This design comes from an exercise in tuning for small area, a short achievable clock period and few clock cycles per item on the open sky130 flow, not from production work.
At most, simulation tests tie the RTL to the original design; equivalence was not proved.
No functional check of the RTL was part of run 5.
Power is estimated from default activity; no workload was simulated.

==> flow/design.v (outline; a module is shown in full before it is edited, if it fits) <==
// module booth_enc: 55 lines
// module mac_stage1: 1228 lines
// module mac_stage2: 442 lines
// module conv_accel_top: 263 lines
module conv_accel_top (
    input  logic                       clk,
    input  logic                       rst,
    input  logic                       req_valid_i,
    input  logic [1:0]                 req_op_i,
    input  logic                       req_imm_i,
    input  logic [cnn_pkg::DATA_W-1:0] req_rj_i,
    input  logic [cnn_pkg::DATA_W-1:0] req_rk_i,
    output logic                       req_ready_o,
    output logic                       rsp_valid_o,
    output logic                       mem_valid_o,
    input  logic                       mem_ready_i,
    output logic [cnn_pkg::DATA_W-1:0] mem_addr_o,
    output logic                       mem_read_o,
    output logic [cnn_pkg::DATA_W-1:0] mem_wdata_o,
    input  logic                       mem_rsp_valid_i,
    input  logic [cnn_pkg::DATA_W-1:0] mem_rsp_rdata_i
);
  // ...
==> flow/flow/run.sh <==
#!/bin/bash
# Standard layout; ports buffered with a plain buffer, free cell resizing, and
# timing repair aiming past the 10 ns clock's slack.
set -euo pipefail
bash standard.sh SETUP_SLACK_MARGIN=6.6 MATCH_CELL_FOOTPRINT=0 "BUFFER_PORTS_ARGS=-buffer_cell sky130_fd_sc_hd__buf_1" finish > make_finish.log 2>&1
==> flow/standard.sh <==
#!/bin/bash
# synth_recipe.tcl (not shown) runs the flow's synth.tcl, then flattens the netlist and writes it again
# the make line also repeats each setting of config.mk as NAME=value (left out here)
make -C /OpenROAD-flow-scripts/flow DESIGN_CONFIG=/design/flow/config.mk WORK_HOME=/design/flow/orfs CLKGATE_MAP_FILE= SYNTH_SCRIPT=/design/flow/synth_recipe.tcl "${@:-finish}"
==> flow/config.mk <==
export PLATFORM = sky130hd
export DESIGN_NAME = conv_accel_top
export DESIGN_NICKNAME = conv_accel_top
export VERILOG_FILES = /design/flow/design.v
export SDC_FILE = /design/flow/constraint.sdc
export NUM_CORES = 4
export LEC_CHECK = 0
export CAP_MARGIN = 20
export CORE_MARGIN = 2
export CORE_UTILIZATION = 55
export SLEW_MARGIN = 20
==> flow/constraint.sdc <==
create_clock -name core_clock -period 10.0 [get_ports {clk}]
set_input_delay 2.0000 -clock core_clock [delete_from_list [all_inputs] [get_ports {clk}]]
set_output_delay 2.0000 -clock core_clock [all_outputs]
set_load 0.01 [all_outputs]
==> results.toml, run 1 <==
[outcome]
outcome = "finished clean"

[yosys]
synth_top_family_by_area = "adder cells"
synth.area.mux_share_pct = 4.545
synth_top_flop_cell = "edfxtp_1"

[clocking]
clk_pin_slew_ps = 60
cts_setup_buffers = 8
cts_resized = 83

[power]
finalPower_mw = 12.10
pwr-share-seq_pct = 38.1
p_sw_share_pct = 34.31
irDropWorstVdd_uv = 163.7
comb_cell_power_mw = 4.26
powerSeq_mw = 4.61
top_power_group = "registers"
p_clk_share_pct = 26.7

[sta]
setup_violations = 0
worst_clock_skew_ps = 41.14
relSlewSlack_pct = 32.84
hold_violations = 0

[layout]
seq_area_share_pct = 45.02
final_cells = 4702
syn2layout_area_growth_pct = 12.68

[job]
cap_violations = 0

[grt]
overflow = 0
grt_first_pass_wirelength_microns = 168700
grt_use_met1_pct = 37.65
met2_usage_pct = 45.70

[hold_path]
whs_path_depth = 0
hold_class = "reg2reg"

[routing]
via_count = 27450
ant_nets = 0
highest_layer = "met5"
viasPerCell = 5.839
wl_met3_microns = 6911
drc_errors = 0

[worst_setup_path]
critPathSlowestCell = "fa_2"
r2r_slack_ps = 6560

[floorplan]
start_util_pct = 55.36
Testbench counts, summed over its fixed seeds: cycles 8,990, items 2,528.
==> inputs of run 2 (changes only) <==
--- a/flow/config.mk
+++ b/flow/config.mk
@@ -5,7 +5,7 @@
 export SDC_FILE = /design/flow/constraint.sdc
 export NUM_CORES = 4
 export LEC_CHECK = 0
-export CAP_MARGIN = 20
+export CAP_MARGIN = 5
 export CORE_MARGIN = 2
-export CORE_UTILIZATION = 55
-export SLEW_MARGIN = 20
+export CORE_UTILIZATION = 40
+export SLEW_MARGIN = 5
==> run 2 against run 1 <==
Still clean on timing, DRC and antenna. Worst setup slack better by 95 ps. Sequential power increased by 0.9%. Maximum frequency is 2.8% higher. Register-to-register slack improved by 120 ps. Clock-buffer cell count increased by 5. Synthesized cell count unchanged. Power is 0.58% higher. Highest routed layer unchanged.
==> results.toml, run 2 <==
[clocking]
clockBufferDepth = 3
cts_root_buf = "clkbuf_16"
cts_buffers = 90
cts_sinks = 808
clkLatencyLatePin_ps = 690
htree_levels = 3
cts_tree = "yes"
holdBufCountCts = 0
clk_pin_slew_ps = 60

[layout]
drive_gt1_share_pct = 11.10
layout_common_cells = "542 x edfxtp_1, 344 x inv_1, 256 x fa_1"
syn2layout_area_growth_pct = 13.44
top_register = "win_q"
largest_reg_flops = 160
fillerInstances = 9456
layout_commonest_cell = "edfxtp_1"
postLayoutCoreUtil_pct = 45.86
fin_nets = 4020
largestRegisters = "win_q x160, wt_q x128, mid_q x119"

[power]
irDropWorstVdd_uv = 148.9
finalPower_mw = 12.18
p_per_area_mw_per_mm2 = 251.5
leakagePower_nw = 17.87

[routing]
drtPass1Iterations = 6
via_count = 26700
drc_errors = 0
viasPerCell = 5.291
routedWlPerCell_microns = 20.56
first_iter_violations = 2188
ant_nets = 0
wl_microns = 103800

[grt]
grtUsageTotal_pct = 19.05
grt_first_pass_wirelength_microns = 162000
grt_pass1_vias = 27420
overflow = 0
grt_max_degree = 163
antenna_found_initial = 9

[sta]
rsz0062_at_grt = "yes"
finalSetupTns_ps = 0
relSlewSlack_pct = 32.14
period_needed_ps = 3342
max_freq_mhz = 299.2
fin_crit_sh_pct = 33.42
worst_clock_skew_ps = 57.51
setup_violations = 0
drv_slew = 0
tightestPinTransition_ps = 1016
hold_violations = 0

[outcome]
outcome = "finished clean"

[worst_setup_path]
reg2reg_to = "mid_q[114]"
slowest_delay_ps = 440
path_depth = 1
arrival_ps = 1340
crit_required_ps = 8000
crit_chain = "buf_1"
r2r_slack_ps = 6680
cp-end-kind = "output port"
cp-startpoint = "addr_q[16]"
critPathMaxFanout = 6
worst-path-buf-inv = 1
worstRegToRegCells = 10
crit_family = "flip-flops"
rr_startpoint = "xa_q[4]"
critPathSlowestCell = "dfxtp_1"
start_kind = "flip-flop"
path_class = "reg2out"

[yosys]
netlist.area_leader.share_pct = 38.14
synth_edf_count = 542
synth_top_flop_cell = "edfxtp_1"
ys_seq_area_share_pct = 50.62
ys_async_sr_fraction_pct = 0
synth.area.top_cells = "edfxtp_1 38%, dfxtp_1 12%, fa_1 12%, a22oi_1 4.5%, xor2_1 4.5%"
yosys.area_share.simple_pct = 6.377
synth-seq-cells = 808
synth_area_sq_mm = 0.04267
synth_top_family_by_area = "adder cells"
synth_xor_area_share_pct = 8.186
yosys.area.top_type = "edfxtp_1"
synth_common_cells = "542 x edfxtp_1, 348 x inv_1, 266 x dfxtp_1, 258 x a22oi_1, 257 x fa_1"
netlist_instances = 3490
yosysWarnings = 1
synth.area.mux_share_pct = 4.545
ys_types = 79
synth_most_common_cell = "edfxtp_1"
synth_fa_ha_area_share_pct = 14.58
syn_area_per_cell_sq_um = 12.23
synth_compound_area_share_pct = 10.53

[hold_path]
hold_class = "reg2reg"
min_to = "fb_q"
hp-start = "fa_q"
whs_path_depth = 0

[job]
cap_violations = 0

[placed_design]
gp_congestion = 0.8344
dpl.hpwl_microns = 66250
port_buffers = 149

[floorplan]
io-pin-count = 172
die_h_microns = 330.6
die_area_sq_mm = 0.1093
die_x_microns = 330.6
start_util_pct = 40.42
core_sq_mm = 0.1056
rows = 119
==> run 2: cell type report <==
cell class / count / area, sq um / share of cell area, %
Sequential cell: 808 / 21670 / 44.77
Timing Repair Buffer: 217 / 1304 / 2.693
Multi-Input combinational cell: 2107 / 19310 / 39.89
Inverter: 348 / 1361 / 2.812
Antenna cell: 5 / 12.51 / 0.02585
Clock buffer: 127 / 2527 / 5.221
Timing Repair inverter: 1 / 8.758 / 0.01809
Tap cell: 1391 / 1740 / 3.595
Clock inverter: 42 / 474.2 / 0.9796
==> run 2: stage by stage <==
stage | worst slack [ps] | hold slack (ps) | area [sq um] | instances
3_5_place_dp | 4839 | 312.1 | 44840 | 4856
2_1_floorplan | 5077 | 309.6 | 43070 | 3491
6_report | 6658 | 324.1 | 48410 | 5046
4_1_cts | 6565 | 325.2 | 48140 | 5034
3_3_place_gp | 4867 | 310.0 | 44840 | 4856
5_1_grt | 6584 | 331.7 | 48410 | 5045
==> run 2: timing repair <==
item / 4_1_cts / 5_1_grt
cloned: 1 / 2
pin swaps: 4 / 4
endpoints found under the setup margin: 228 / 83
gates resized for setup: 78 / 43
setup buffers: 8 / 5
==> run 2: routing by layer <==
metal / vias to the layer above / track usage (%) / wire length, microns
met5: - / 0 / 48
met4: 8 / 6.295 / 3034
met3: 182 / 3.791 / 6514
met2: 848 / 29.49 / 46940
met1: 13310 / 26.85 / 47230
li1: 12360 / - / -
==> run 2: worst max path at each step <==
stage                                end  slack [ps]
after floorplan                 win_q[0]        5080
after global placement         alt_q[29]        4870
after detailed placement       alt_q[22]        4840
after CTS                      alt_q[23]        6560
after global routing           res_q[24]        6580
final                     mem_addr_o[18]        6660
==> run 2: kinds of logic (layout without fill, tap and decap cells) <==
| kind of cell | count (synthesis) | after routing |
|---|---|---|
| AO/OA/AOI/OAI | 650 | 650 |
| adder cells (fa/ha/maj) | 343 | 343 |
| multiplexers | 149 | 149 |
| flip-flops | 808 | 808 |
| XOR/XNOR | 398 | 398 |
| other | 1 | 7 |
| AND/OR/NAND/NOR | 564 | 565 |
| buffers and inverters | 577 | 735 |
==> run 2: report_power, final <==
part	switching, mW	internal [mW]
clock	1.41	1.92
sequential	0.387	4.26
combinational	2.39	1.81
==> inputs of run 3 (changes only) <==
--- a/flow/config.mk
+++ b/flow/config.mk
@@ -5,7 +5,7 @@
 export SDC_FILE = /design/flow/constraint.sdc
 export NUM_CORES = 4
 export LEC_CHECK = 0
-export CAP_MARGIN = 5
+export CAP_MARGIN = 10
 export CORE_MARGIN = 2
 export CORE_UTILIZATION = 40
-export SLEW_MARGIN = 5
+export SLEW_MARGIN = 10
==> run 3 against run 2 <==
Critical endpoint unchanged. Worst setup slack did not move. Clock-buffer cell count is the same. Largest cell class unchanged. First-iteration DRC count unchanged.
==> results.toml, run 3 <==
[yosys]
synth_common_cells = "542 x edfxtp_1, 348 x inv_1, 266 x dfxtp_1, 258 x a22oi_1, 257 x fa_1"
synth.area.top_cells = "edfxtp_1 38%, dfxtp_1 12%, fa_1 12%, a22oi_1 4.5%, xor2_1 4.5%"
ys_async_sr_fraction_pct = 0
syn_area_per_cell_sq_um = 12.23
yosysWarnings = 1
synth_edf_count = 542
netlist.area_leader.share_pct = 38.14
synth_area_sq_mm = 0.04267
netlist_instances = 3490
ys_seq_area_share_pct = 50.62
synth-seq-cells = 808
ys_types = 79
yosys.area.top_type = "edfxtp_1"
synth_top_flop_cell = "edfxtp_1"
synth_most_common_cell = "edfxtp_1"

[sta]
max_freq_mhz = 299.2
fin_crit_sh_pct = 33.42
rsz0062_at_grt = "yes"
relSlewSlack_pct = 32.14
finalSetupTns_ps = 0
worst_clock_skew_ps = 57.51
whs_ps = 324.1
drv_slew = 0
tightestPinTransition_ps = 1016
period_needed_ps = 3342
setup_violations = 0
hold_violations = 0

[grt]
antenna_found_initial = 9
grt_pass1_vias = 27420
grt_first_pass_wirelength_microns = 162000
grtUsageTotal_pct = 19.05
grt_max_degree = 163
overflow = 0

[power]
irDropWorstVdd_uv = 148.9
p_per_area_mw_per_mm2 = 251.5
finalPower_mw = 12.18
leakagePower_nw = 17.87

[floorplan]
io-pin-count = 172
start_util_pct = 40.42
die_area_sq_mm = 0.1093
rows = 119
die_x_microns = 330.6
core_sq_mm = 0.1056
die_h_microns = 330.6

[worst_setup_path]
arrival_ps = 1340
worstRegToRegCells = 10
crit_chain = "buf_1"
crit_required_ps = 8000
path_class = "reg2out"
reg2reg_to = "mid_q[114]"
crit_family = "flip-flops"
rr_startpoint = "xa_q[4]"
start_kind = "flip-flop"
critPathMaxFanout = 6
r2r_slack_ps = 6680
cp-end-kind = "output port"
worst-path-buf-inv = 1
critPathSlowestCell = "dfxtp_1"
slowest_delay_ps = 440

[hold_path]
hp-start = "fa_q"
whs_path_depth = 0
min_to = "fb_q"
hold_class = "reg2reg"

[routing]
first_iter_violations = 2188
drc_errors = 0
drtPass1Iterations = 6
highest_layer = "met5"
wl_microns = 103800
via_count = 26700
routedWlPerCell_microns = 20.56
viasPerCell = 5.291
m1WireLength_microns = 47230
ant_nets = 0
dr_wl_met2_microns = 46940
wl_met3_microns = 6514

[layout]
syn2layout_area_growth_pct = 13.44
layout_common_cells = "542 x edfxtp_1, 344 x inv_1, 256 x fa_1"
drive_gt1_share_pct = 11.10
fin_nets = 4020
register_area_sq_mm = 0.02167
fillerInstances = 9456
multi_input_area_sq_mm = 0.01931
layout_commonest_cell = "edfxtp_1"
largestRegisters = "win_q x160, wt_q x128, mid_q x119"
largest_reg_flops = 160
top_register = "win_q"

[clocking]
clockBufferDepth = 3
clk_pin_slew_ps = 60
cts_tree = "yes"
cts_root_buf = "clkbuf_16"
htree_levels = 3
clkLatencyLatePin_ps = 690
cts_sinks = 808
cts_buffers = 90

[job]
cap_violations = 0

[placed_design]
gp_congestion = 0.8344
dpl.hpwl_microns = 66250
port_buffers = 149

[outcome]
outcome = "finished clean"
-- run 3: layout make-up --
class | instances | area share [%]
Inverter | 348 | 2.812
Antenna cell | 5 | 0.02585
Tap cell | 1391 | 3.595
Clock buffer | 127 | 5.221
Sequential cell | 808 | 44.77
Clock inverter | 42 | 0.9796
Timing Repair inverter | 1 | 0.01809
Multi-Input combinational cell | 2107 | 39.89
Timing Repair Buffer | 217 | 2.693
-- run 3: worst max path at each step --
| stage | slack [ps] | to | depth (start not counted) | from |
|---|---|---|---|---|
| after floorplan | 5080 | win_q[0] | 3 | mem_rsp_valid_i |
| after global placement | 4870 | alt_q[29] | 8 | mem_ready_i |
| after detailed placement | 4840 | alt_q[22] | 8 | mem_ready_i |
| after CTS | 6560 | alt_q[23] | 8 | mem_ready_i |
| after global routing | 6580 | res_q[24] | 11 | acc_c_q[0] |
| final | 6660 | mem_addr_o[18] | 1 | addr_q[16] |
-- run 3: power by group --
part	switching [mW]	internal, mW
Sequential	0.387	4.26
Clock	1.41	1.92
Combinational	2.39	1.81
Total	4.19	7.99
-- run 3: cell families (layout without fill, tap and decap cells) --
family                   count (synthesis)  after routing  share of synthesized area [%]
AO/OA/AOI/OAI                          650            650                          10.53
XOR/XNOR                               398            398                          8.187
adder cells (fa/ha/maj)                343            343                          14.58
buffers and inverters                  577            735                          5.155
flip-flops                             808            808                          50.62
multiplexers                           149            149                          4.545
other                                    1              7                       0.008788
AND/OR/NAND/NOR                        564            565                          6.377
-- run 3: through the flow --
step                      utilization, %  instance area [sq um]  std cells  setup slack, ps
final                              45.86                  48410       5046             6658
after global routing               45.85                  48410       5045             6584
after CTS                          45.60                  48140       5034             6565
after detailed placement           42.48                  44840       4856             4839
after global placement             42.48                  44840       4856             4867
after floorplan                        -                  43070       3491             5077
-- run 3: repair_timing --
item,in CTS,in global routing
resized for setup,78,43
hold buffers,0,0
buffers inserted,8,5
pin swaps,4,4
endpoints found under the setup margin,228,83
cloned,1,2
endpoints found under the hold margin,0,0
-- run 3: routing by layer --
metal,global-route usage [%],up-vias
li1,-,12360
met5,0,-
met2,29.49,848
met1,26.85,13310
met3,3.791,182
met4,6.295,8
==> inputs of run 4 (changes only) <==
==> flow/flow/run.sh (replaced) <==
#!/bin/bash
# Standard layout; ports buffered with a plain buffer, free cell resizing, and
# timing repair aiming past the 10 ns clock's slack.
set -euo pipefail
bash standard.sh SETUP_SLACK_MARGIN=6.7 MATCH_CELL_FOOTPRINT=0 "BUFFER_PORTS_ARGS=-buffer_cell sky130_fd_sc_hd__buf_1" finish > make_finish.log 2>&1
==> run 4 against run 3 <==
Still clean on timing, DRC and antenna. Sequential power barely moved. Cell count increased by 0.61%. Clock skew shrank 19 ps. Maximum frequency increased by 2.4%. Register-to-register slack gained 100 ps. Synthesized cell count unchanged. Combinational power increased by 3%. First-iteration DRC count is 1.7% higher. Design area up 1.7%. Largest cell class unchanged. Largest power group unchanged.
==> results.toml, run 4 <==
[outcome]
outcome = "finished clean"

[hold_path]
hold_class = "reg2reg"

[yosys]
synth_common_cells = "542 x edfxtp_1, 348 x inv_1, 266 x dfxtp_1, 258 x a22oi_1, 257 x fa_1"
ys_async_sr_fraction_pct = 0
synth_edf_count = 542
syn_area_per_cell_sq_um = 12.23
netlist.area_leader.share_pct = 38.14
yosys.area.top_type = "edfxtp_1"
synth_area_sq_mm = 0.04267
netlist_instances = 3490
yosysWarnings = 1
ys_seq_area_share_pct = 50.62
synth.area.top_cells = "edfxtp_1 38%, dfxtp_1 12%, fa_1 12%, a22oi_1 4.5%, xor2_1 4.5%"
synth_most_common_cell = "edfxtp_1"
synth_top_flop_cell = "edfxtp_1"
ys_types = 79
synth-seq-cells = 808

[layout]
final_cells = 5077
top_register = "win_q"
largest_reg_flops = 160
multi_input_area_sq_mm = 0.01945
postLayoutCoreUtil_pct = 46.62
largestRegisters = "win_q x160, wt_q x128, mid_q x119"
register_area_sq_mm = 0.02176
layout_commonest_cell = "edfxtp_1"
syn2layout_area_growth_pct = 15.33
fillerInstances = 9439
fin_nets = 4056
drive_gt1_share_pct = 13.84
final_area_sq_mm = 0.04921
layout_common_cells = "542 x edfxtp_1, 342 x inv_1, 256 x fa_1"

[power]
comb_power_share_pct = 35.0
pwr-share-seq_pct = 37.8
p_switching_mw = 4.252
p_per_area_mw_per_mm2 = 250.3
p_int_mw = 8.068
irDropWorstVdd_uv = 152.3
p_clk_share_pct = 27.2
p_sw_share_pct = 34.51
leakagePower_nw = 18.28

[worst_setup_path]
r2r_slack_ps = 6780
arrival_ps = 1260
slowest_delay_ps = 390
critPathSlowestCell = "dfxtp_1"
worstRegToRegCells = 11
crit_family = "flip-flops"
critPathMaxFanout = 3
worst-path-buf-inv = 1
path_class = "reg2out"
crit_chain = "buf_1"
reg2reg_to = "mid_q[114]"
crit_required_ps = 8000
path_depth = 1
crit_end = "mem_addr_o[12]"
start_kind = "flip-flop"
rr_startpoint = "xa_q[10]"
cp-end-kind = "output port"
cp-startpoint = "addr_q[10]"

[sta]
rsz0062_at_grt = "yes"
setup_violations = 0
fin_crit_sh_pct = 32.63
finalSetupTns_ps = 0
period_needed_ps = 3263
tightestPinTransition_ps = 1131
relSlewSlack_pct = 24.45
worst_clock_skew_ps = 38.35
drv_slew = 0
hold_violations = 0
max_freq_mhz = 306.4
whs_ps = 327.1

[routing]
via_count = 26870
ant_nets = 0
first_iter_violations = 2225
routedWlPerCell_microns = 21.29
wl_microns = 108100
drtPass1Iterations = 6
drc_errors = 0
viasPerCell = 5.292

[floorplan]
die_area_sq_mm = 0.1093
core_sq_mm = 0.1056
rows = 119
io-pin-count = 172
die_h_microns = 330.6
start_util_pct = 40.42
die_x_microns = 330.6

[clocking]
htree_levels = 3
clk_pin_slew_ps = 60
cts_tree = "yes"
cts_root_buf = "clkbuf_16"
cts_buffers = 89
cts_sinks = 808
clkLatencyLatePin_ps = 690
clockBufferDepth = 3

[placed_design]
port_buffers = 149
dpl.hpwl_microns = 66490
postPlaceCellArea_sq_mm = 0.04487
gp_congestion = 0.8213
place_inst = 4852

[job]
cap_violations = 0

[grt]
grt_pass1_vias = 27460
overflow = 0
grtUsageTotal_pct = 19.58
antenna_found_initial = 5
grt_max_degree = 163
grt_first_pass_wirelength_microns = 164700
run 4: cell counts after synthesis:
No cell type changed its count.
run 4: cells by family (layout without fill, tap and decap cells):
kind of cell | count (synthesis) | count (layout) | share of synthesized area (%)
flops | 808 | 808 | 50.62
compound gates | 650 | 650 | 10.53
buf+inv | 577 | 768 | 5.155
simple gates | 564 | 566 | 6.377
xor+xnor | 398 | 398 | 8.187
fa+ha+maj | 343 | 343 | 14.58
mux | 149 | 149 | 4.545
other cells | 1 | 4 | 0.008788
run 4: routing by layer:
layer | track usage [%] | vias up | part of all wire [%]
met1 | 27.29 | 13370 | 45
met5 | 0 | - | 0.010
met2 | 30.49 | 928 | 45
met4 | 6.433 | 2 | 2.6
met3 | 4.114 | 162 | 7.1
li1 | - | 12410 | -
run 4: per-stage QoR:
step | setup slack, ps | total power, mW
global route | 6632 | 13.26
floorplan | 5077 | 7.630
CTS | 6668 | 12.36
detailed placement | 4795 | 8.899
global placement | 4834 | 8.803
finish | 6737 | 12.32
run 4: worst min path at each step:
stage | cells past startpoint | slack [ps] | endpoint | start
floorplan | 0 | 310 | fb_q | fa_q
global placement | 0 | 310 | fb_q | fa_q
detailed placement | 0 | 310 | fb_q | fa_q
CTS | 0 | 330 | fb_q | fa_q
global route | 0 | 330 | fb_q | fa_q
finish | 0 | 330 | fb_q | fa_q
run 4: what timing repair did:
| action | CTS | global route |
|---|---|---|
| resized for setup | 144 | 71 |
| buffers inserted | 21 | 22 |
| hold buffers | 0 | 0 |
| setup endpoints to repair | 283 | 120 |
| endpoints found under the hold margin | 0 | 0 |
| pin swaps | 14 | 19 |
| cloned | 7 | 7 |
run 4: final cells by class:
cell class	count	area share, %
Tap cell	1391	3.537
Timing Repair inverter	1	0.01780
Inverter	348	2.766
Clock inverter	49	0.9356
Sequential cell	808	44.21
Antenna cell	2	0.01017
Clock buffer	117	5.192
Timing Repair Buffer	253	3.804
Multi-Input combinational cell	2108	39.53
run 4: power groups by stage:
| stage | sequential, mW | clock [mW] | combinational [mW] |
|---|---|---|---|
| after floorplan | 4.53 | 0 | 3.10 |
| after CTS | 4.64 | 3.43 | 4.30 |
| final | 4.65 | 3.35 | 4.32 |
| after global routing | 4.69 | 3.57 | 5.01 |
| after detailed placement | 4.71 | 0 | 4.19 |
| after global placement | 4.70 | 0 | 4.10 |
==> inputs of run 5 (changes only) <==
--- a/flow/design.v
+++ b/flow/design.v
@@ -3,8 +3,8 @@
     localparam int ADDR_W    = 30;                 
     localparam int MAX_TAPS  = 4;
     localparam int LEN_W     = 12;
-    localparam int WIN_WORDS = 5;                  
-    localparam int POS_W     = 4;                  
+    localparam int WIN_WORDS = 4;                  
+    localparam int POS_W     = 3;                  
     localparam int MID_BITS  = 119;                
     localparam logic [1:0] OP_CONF_SRC = 2'd0;     
     localparam logic [1:0] OP_CONF_DST = 2'd1;     
==> run 5 against run 4 <==
Combinational power shrank 5.1%. Cell count shrank 3.9%. Worst hold slack lost 1.7 ps. Wire length shrank 4.6%. Largest power group unchanged. Flip-flop and latch count shrank 33. Power shrank 4.0%.
==> results.toml, run 5 <==
[grt]
overflow = 0
grt_max_degree = 80
grt_pass1_vias = 26580
antenna_found_initial = 5
grtUsageTotal_pct = 19.44
grt_first_pass_wirelength_microns = 159500

[yosys]
synth-seq-cells = 775
netlist.area_leader.share_pct = 36.97
ys_async_sr_fraction_pct = 0
syn_area_per_cell_sq_um = 12.43
synth_most_common_cell = "edfxtp_1"
synth_area_sq_mm = 0.04134
synth_common_cells = "509 x edfxtp_1, 347 x inv_1, 266 x dfxtp_1, 257 x a22oi_1, 257 x fa_1"
synth_edf_count = 509
ys_types = 90
yosys.area.top_type = "edfxtp_1"
synth_top_flop_cell = "edfxtp_1"
netlist_instances = 3325
yosysWarnings = 1
ys_seq_area_share_pct = 49.85
synth.area.top_cells = "edfxtp_1 37%, dfxtp_1 13%, fa_1 12%, a22oi_1 4.7%, xor2_1 4.5%"

[floorplan]
die_area_sq_mm = 0.1059
die_h_microns = 325.5
die_x_microns = 325.5
core_sq_mm = 0.1022
start_util_pct = 40.46
rows = 117
io-pin-count = 172

[routing]
routedWlPerCell_microns = 21.14
via_count = 25970
ant_nets = 0
drtPass1Iterations = 6
drc_errors = 0
first_iter_violations = 2227
wl_microns = 103200
viasPerCell = 5.322

[clocking]
cts_buffers = 85
clockBufferDepth = 3
cts_sinks = 775
clk_pin_slew_ps = 60
cts_tree = "yes"
htree_levels = 3
cts_root_buf = "clkbuf_16"
clkLatencyLatePin_ps = 690

[placed_design]
dpl.hpwl_microns = 65040
gp_congestion = 0.8301
place_inst = 4681
postPlaceCellArea_sq_mm = 0.04335
port_buffers = 149

[layout]
postLayoutCoreUtil_pct = 46.25
largestRegisters = "win_q x128, wt_q x128, mid_q x119"
final_area_sq_mm = 0.04726
fillerInstances = 9259
drive_gt1_share_pct = 13.64
syn2layout_area_growth_pct = 14.33
final_cells = 4880
fin_nets = 3883
layout_common_cells = "509 x edfxtp_1, 343 x inv_1, 255 x fa_1"
layout_commonest_cell = "edfxtp_1"

[sta]
period_needed_ps = 3264
worst_clock_skew_ps = 46.27
drv_slew = 0
tightestPinTransition_ps = 1054
fin_crit_sh_pct = 32.64
rsz0062_at_grt = "no"
relSlewSlack_pct = 29.09
finalSetupTns_ps = 0
setup_violations = 0
max_freq_mhz = 306.4
hold_violations = 0

[power]
p_switching_mw = 4.035
leakagePower_nw = 17.70
irDropWorstVdd_uv = 129.2
p_sw_share_pct = 34.13
p_clk_share_pct = 27.6
p_int_mw = 7.789
finalPower_mw = 11.82
comb_power_share_pct = 34.7
pwr-share-seq_pct = 37.7
p_per_area_mw_per_mm2 = 250.2

[worst_setup_path]
crit_chain = "buf_2, o21bai_1, o31ai_1, a31oi_2, o211ai_2, a21boi_4, buf_12, nor2_1, inv_2, clkbuf_16"
critPathMaxFanout = 7
critPathSlowestCell = "inv_2"
arrival_ps = 3630
cp-end-kind = "flip-flop"
crit_required_ps = 10370
start_kind = "primary input"
slowest_delay_ps = 240
path_class = "in2reg"

[hold_path]
hold_class = "reg2reg"

[outcome]
outcome = "finished clean"

[job]
cap_violations = 0
[run 5: metrics by stage]
| stage | setup WS [ps] | hold slack [ps] |
|---|---|---|
| finish | 6736 | 325.4 |
| global route | 6690 | 338.7 |
| CTS | 6700 | 325.6 |
| detailed placement | 5107 | 312.0 |
| global placement | 5096 | 311.8 |
| floorplan | 5356 | 309.6 |
[run 5: worst max-delay path, delay by kind of cell]
family | cells | cell delay, ps
buffers and inverters | 4 | 750
AO/OA/AOI/OAI | 5 | 820
AND/OR/NAND/NOR | 1 | 50
[run 5: kinds of logic (layout without fill, tap and decap cells)]
group           count (synthesis)  count (layout)  synth area share, %
compound gates                595             595                10.02
xor+xnor                      396             396                8.408
fa+ha+maj                     341             341                14.99
buf+inv                       565             748                5.387
flops                         775             775                49.85
mux                           123             123                4.988
other cells                     1               3             0.009071
simple gates                  529             531                6.350
[run 5: area by class of cell]
cell class / instances / area, sq um / share of cell area (%)
antenna: 1 / 2.502 / 0.005295
clock buffer: 114 / 2419 / 5.117
clock inverter: 46 / 546.8 / 1.157
inverter: 348 / 1314 / 2.780
multi-input combinational: 1988 / 18820 / 39.81
sequential: 775 / 20760 / 43.92
tap: 1368 / 1712 / 3.622
timing repair buffer: 240 / 1693 / 3.582
[run 5: worst paths after layout]
path	from	endpoint	slack (ps)	depth (start not counted)
setup reg to reg	nega_q[3]	mid_q[114]	6820	10
setup / recovery	mem_ready_i	alt_q[27]	6740	10
hold reg to reg	fa_q	fb_q	330	0
hold / removal	fa_q	fb_q	330	0
[run 5: layer usage]
layer / vias to the layer above / share of wire, % / GRT usage, %
met4: 4 / 2.6 / 6.381
met5: - / 0.026 / 0
met3: 174 / 6.1 / 3.317
met1: 13050 / 45 / 27.21
li1: 11860 / - / -
met2: 879 / 46 / 30.75
[run 5: power groups by stage]
stage	Clock [mW]	Combinational [mW]	Sequential [mW]
final	3.26	4.10	4.46
after global routing	3.46	4.78	4.51
after CTS	3.34	4.14	4.45
after detailed placement	0	4.03	4.51
after global placement	0	3.95	4.50
after floorplan	0	2.98	4.37
[run 5: what timing repair did]
action	CTS	global route
pin swaps	3	16
resized for setup	132	50
hold buffers	0	0
buffers inserted	16	10
cloned	4	8
setup endpoints to repair	227	150

[separate check: timing with driven ports]
The results above use ideal ports. As a check the final layouts listed here were re-extracted and re-timed, cells and wires unchanged. Step 1, drivers: a clkbuf_16 drives clk and a buf_2 each remaining input, both assumed. Step 2 adds t to the input delays and takes it off the output delays; t is the mean of the earliest and latest rising clock arrival at the registers after step 1. Input paths then give back, and output paths get back, about the clock's delay inside the block. Slacks: ideal ports / drivers / drivers and shift; pairs: ideal ports / drivers.
run | t, ns | slack for setup (ns) | worst slew at a driven data input, ns | cell pins on the clock port's net
run 1 | 0.708 | 6.563 / 6.563 / 5.990 | 0.12 | 1
run 2 | 0.734 | 6.658 / 6.588 / 6.009 | 0.12 | 1
run 3 | 0.734 | 6.658 / 6.588 / 6.009 | 0.12 | 1
run 4 | 0.737 | 6.737 / 6.669 / 6.072 | 0.11 | 1
run 5 | 0.740 | 6.736 / 6.675 / 6.006 | 0.11 | 1
After both steps setup and hold are still met in every run listed. The setup slack of run 5, which loses most, moves by -0.061 ns with the drivers and by -0.730 ns with both steps.
